What follows belongs to an exercise in optimizing a design on an open flow for a short achievable clock period and few clock cycles; a production flow would make more cautious choices.
Only simulation tests tie the RTL to the original design; equivalence was not proved.

## viper_cpu
module viper_cpu (
	input  logic  clock,
	input  logic  reset,
	input  viper_pkg::word_t datai,
	output viper_pkg::addr_t      addr,
	output logic       rd,
	output logic       wr,
	output viper_pkg::word_t      datao
);
	localparam int IB = 5;
	localparam int NE = 1 << IB;
	localparam int TW = 20 - IB;
	localparam int WW = 31;
	logic [31:0] r0, r1, r2;
	logic        flag;
	logic        iv;           
	logic [30:0] ir;           
	logic [28:0] pc;           
	logic [28:0] st;           
	logic        sl;           
	logic [29:0] padv;         
	logic [19:0] padv2;        
	logic [19:0] ea;           
	logic        ea_stale;     
	logic [19:0] jt;           
	logic [1:0]  jcy;          
	logic        jwrap;        
	logic        tk1, tk0;     
	logic        fs1, fs0;     
	logic [IB-1:0] l_seq;      
	logic [IB-1:0] l_pc;       
	logic [WW-1:0] cw;         
	logic        chit_r;       
	logic        q_store, q_read, q_memop, q_push, q_abs, q_rel;
	logic        q_w0, q_w1, q_w2, q_cmpv, q_cmpor;
	logic        q_sneg, q_sadd, q_ssub;
	logic [3:0]  q_src;        
	logic [5:0]  q_rel_sel;    
	logic [NE*WW-1:0] c_w;
	logic [NE*TW-1:0] c_tag;
	logic [NE-1:0]    c_v;
	logic          pw_v;
	logic [19:0]   pw_a;
	logic [WW-1:0] pw_d;
	logic          pw_go;
	function automatic [IB-1:0] cidx(input [19:0] a);
		cidx = a[IB+2:3] ^ a[IB-1:0];
	endfunction
	logic [19:0] d_tail;
	logic        taken, fast, slow, xact, xbus;
	assign d_tail = ir[19:0];
	assign taken = flag ? tk1 : tk0;
	assign fast = flag ? fs1 : fs0;
	assign slow = taken && !fast;
	assign xact = iv && !ea_stale;
	assign xbus = xact && q_memop;
	logic [31:0] s_val, o_val, sum, diff, result;
	logic        lt, eq, relation, flag_nx;
	assign s_val = ({32{q_src[0]}} & r0) | ({32{q_src[1]}} & r1) | ({32{q_src[2]}} & r2) |
		({32{q_src[3]}} & {2'b00, padv});
	assign o_val = q_read ? datai : {12'h000, d_tail};
	logic [31:0] ndiff;
	ks_add0 #(.W(32)) u_sum (.a(s_val), .b(o_val), .s(sum));
	ks_add0 #(.W(32)) u_diff (.a(~s_val), .b(o_val), .s(ndiff));
	assign diff = ~ndiff;
	always_comb begin
		if (q_sneg)
			result = 32'd0 - o_val;
		else if (q_sadd)
			result = {2'b00, sum[29:0]};
		else if (q_ssub)
  ...
Size in the first run: roughly 8,300 cells after synthesis, roughly 88 I/O pins, about 98,000 µm² of cells after synthesis.
Settings: LEC_CHECK=0, CAP_MARGIN=20, CORE_MARGIN=2, CORE_UTILIZATION=35, SETUP_SLACK_MARGIN=2.0, SLEW_MARGIN=20, SYNTH_HIERARCHICAL=1; clock period 6.5 ns.
run.sh (not shown) runs the stock make flow with config.mk's settings and CLKGATE_MAP_FILE= SYNTH_SCRIPT=/design/flow/synth_recipe.tcl, a recipe that flattens the netlist after the stock synthesis.
Testbench counts at the start, summed over its fixed seeds: cycles 42,756.
==> next run, changes <==
--- a/flow/design.v
+++ b/flow/design.v
@@ -222,57 +222,72 @@
 	assign cache_fetch = xact && q_memop && !slow;
 	assign load_ir = bus_fetch || (cache_fetch && chit_now);
 	assign adv = !(iv && ea_stale);
 	logic [30:0] nw;
 	logic [1:0]  n_src, n_mode;
 	logic [2:0]  n_dest;
 	logic        n_cmp;
 	logic [3:0]  n_fn;
 	logic [19:0] n_tail, n_ea1, n_ea2, n_ea;
 	logic        n_store, n_push, n_arith, n_abs, n_add, n_sub, n_jf, n_rr_ok;
 	logic        n_tk1, n_tk0, n_stale;
 	logic [21:0] n_rel, rel_s, rel_p, rel_r, sub_s, sub_p;
-	assign nw = bus_fetch ? datai[30:0] : cw;
+	logic use_bus;
+	assign use_bus = !iv || !q_memop;
+	assign nw = use_bus ? datai[30:0] : cw;
 	assign n_src = nw[30:29];
 	assign n_mode = nw[28:27];
 	assign n_dest = nw[26:24];
 	assign n_cmp = nw[23];
 	assign n_fn = nw[22:19];
 	assign n_tail = nw[19:0];
 	assign n_store = !n_cmp && (n_dest == 3'd7);
 	assign n_push = !n_cmp && (n_fn == 4'd1) && !n_store;
 	assign n_arith = !n_cmp && !n_store && (n_fn != 4'd1) && (n_fn < 4'd12);
 	assign n_abs = (n_fn == 4'd1) || (n_fn == 4'd2) || (n_fn == 4'd3);
 	assign n_add = (n_fn == 4'd4) || (n_fn == 4'd5) || (n_fn == 4'd8) || (n_fn == 4'd10);
 	assign n_sub = (n_fn == 4'd6) || (n_fn == 4'd7) || (n_fn == 4'd9) || (n_fn == 4'd11);
 	assign n_tk1 = n_push || (n_arith && ((n_dest == 3'd3) || (n_dest == 3'd4)));
 	assign n_tk0 = n_push || (n_arith && ((n_dest == 3'd3) || (n_dest == 3'd5)));
 	assign n_rr_ok = (n_src == 2'd2) && n_add && !(xact && (q_w2 || q_push));
 	assign n_jf = (n_mode == 2'd0) && (n_abs || n_rr_ok ||
 		((n_src == 2'd3) && (n_add || n_sub) && !(iv && fast)));
 	assign st8 = {st[19:3] + 17'd1, st[2:0]};
 	assign pc8 = sl ? st8 : padv[19:0];
 	logic [21:0] t_add, nsub_s, nsub_p;
-	assign t_add = {2'b00, n_tail};
-	ks_add0 #(.W(22)) u_rel_s (.a({2'b00, padv2}), .b(t_add), .s(rel_s));
+	logic [21:0] c_add, rel_s_c, rel_r_c, nsub_s_c, rel_s_d, rel_r_d, nsub_s_d;
+	assign t_add = {2'b00, datai[19:0]};
+	assign c_add = {2'b00, cw[19:0]};
+	ks_add0 #(.W(22)) u_rel_s (.a({2'b00, padv2}), .b(t_add), .s(rel_s_d));
 	ks_add0 #(.W(22)) u_rel_p (.a({2'b00, pc8}), .b(t_add), .s(rel_p));
-	ks_add0 #(.W(22)) u_rel_r (.a({2'b00, r2[19:0]}), .b(t_add), .s(rel_r));
-	ks_add0 #(.W(22)) u_sub_s (.a(~{2'b00, padv2}), .b(t_add), .s(nsub_s));
+	ks_add0 #(.W(22)) u_rel_r (.a({2'b00, r2[19:0]}), .b(t_add), .s(rel_r_d));
+	ks_add0 #(.W(22)) u_sub_s (.a(~{2'b00, padv2}), .b(t_add), .s(nsub_s_d));
 	ks_add0 #(.W(22)) u_sub_p (.a(~{2'b00, pc8}), .b(t_add), .s(nsub_p));
+	ks_add0 #(.W(22)) u_rel_s_c (.a({2'b00, padv2}), .b(c_add), .s(rel_s_c));
+	ks_add0 #(.W(22)) u_rel_r_c (.a({2'b00, r2[19:0]}), .b(c_add), .s(rel_r_c));
+	ks_add0 #(.W(22)) u_sub_s_c (.a(~{2'b00, padv2}), .b(c_add), .s(nsub_s_c));
+	assign rel_s = use_bus ? rel_s_d : rel_s_c;
+	assign rel_r = use_bus ? rel_r_d : rel_r_c;
+	assign nsub_s = use_bus ? nsub_s_d : nsub_s_c;
 	assign sub_s = ~nsub_s;
 	assign sub_p = ~nsub_p;
 	assign n_rel = (n_src != 2'd3) ? rel_r : !iv ? (n_sub ? sub_p : rel_p) :
 		(n_sub ? sub_s : rel_s);
-	ks_add0 #(.W(20)) u_ea1 (.a(n_tail), .b(r1[19:0]), .s(n_ea1));
-	ks_add0 #(.W(20)) u_ea2 (.a(n_tail), .b(r2[19:0]), .s(n_ea2));
+	logic [19:0] ea1_d, ea2_d, ea1_c, ea2_c;
+	ks_add0 #(.W(20)) u_ea1 (.a(datai[19:0]), .b(r1[19:0]), .s(ea1_d));
+	ks_add0 #(.W(20)) u_ea2 (.a(datai[19:0]), .b(r2[19:0]), .s(ea2_d));
+	ks_add0 #(.W(20)) u_ea1_c (.a(cw[19:0]), .b(r1[19:0]), .s(ea1_c));
+	ks_add0 #(.W(20)) u_ea2_c (.a(cw[19:0]), .b(r2[19:0]), .s(ea2_c));
+	assign n_ea1 = use_bus ? ea1_d : ea1_c;
+	assign n_ea2 = use_bus ? ea2_d : ea2_c;
 	assign n_ea = (n_mode == 2'd2) ? n_ea1 : (n_mode == 2'd3) ? n_ea2 : n_tail;
 	assign n_stale = xact && (((n_mode == 2'd2) && q_w1) ||
 		((n_mode == 2'd3) && (q_w2 || q_push)));
 	logic [IB-1:0] sidx, lidx;
 	logic [NE-1:0] loh, lhit;
 	logic [WW-1:0] lw;
 	logic [19:0]   ea_re;
 	assign sidx = cidx(ea);
 	assign pw_go = pw_v && !(xbus && q_store && (ea == pw_a));
 	assign lidx = !iv ? (sl ? cidx(st8) : l_pc) : fast ? cidx(jt8) : l_seq;
 	always_comb begin
 		lw = '0;
Result: Final cell count came out higher by roughly a tenth; register-to-register slack is worse by 0.04 ns; global-route usage came out higher by 1.7 points; design area came out higher by a few percent; wire length came out higher by roughly a tenth; maximum frequency came out lower slightly; via count came out higher by roughly a tenth; setup slack is worse by 0.035 ns.
Testbench counts after the change, summed over its fixed seeds: cycles 42,756.

[separate check: timing with driven ports]
Ports are ideal in the flow. The routed layouts listed here were re-timed in OpenROAD. Step 1: set_driving_cell puts a clkbuf_16 on clock and a buf_2 on each other input, an assumption about the parent block. Step 2 times the ports against the registers' clock, not the clock port: input delays grow and output delays shrink by t, the midpoint of the rising clock arrivals with the driver on. a / b / c = no drivers / after step 1 / after step 2; a / b = the first two.
run	t, ns	slack for setup (ns)	hold slack, ns	clock arrival spread, ns
the first run	0.950	1.958 / 1.958 / 1.144	0.465 / 0.465 / 0.465	0.070 / 0.070
the second run	0.948	1.922 / 1.876 / 1.067	0.457 / 0.457 / 0.457	0.103 / 0.103
After both steps every run listed still meets setup and hold. The setup slack of the second run, which loses most, moves by -0.046 ns with the drivers and by -0.855 ns with both steps.
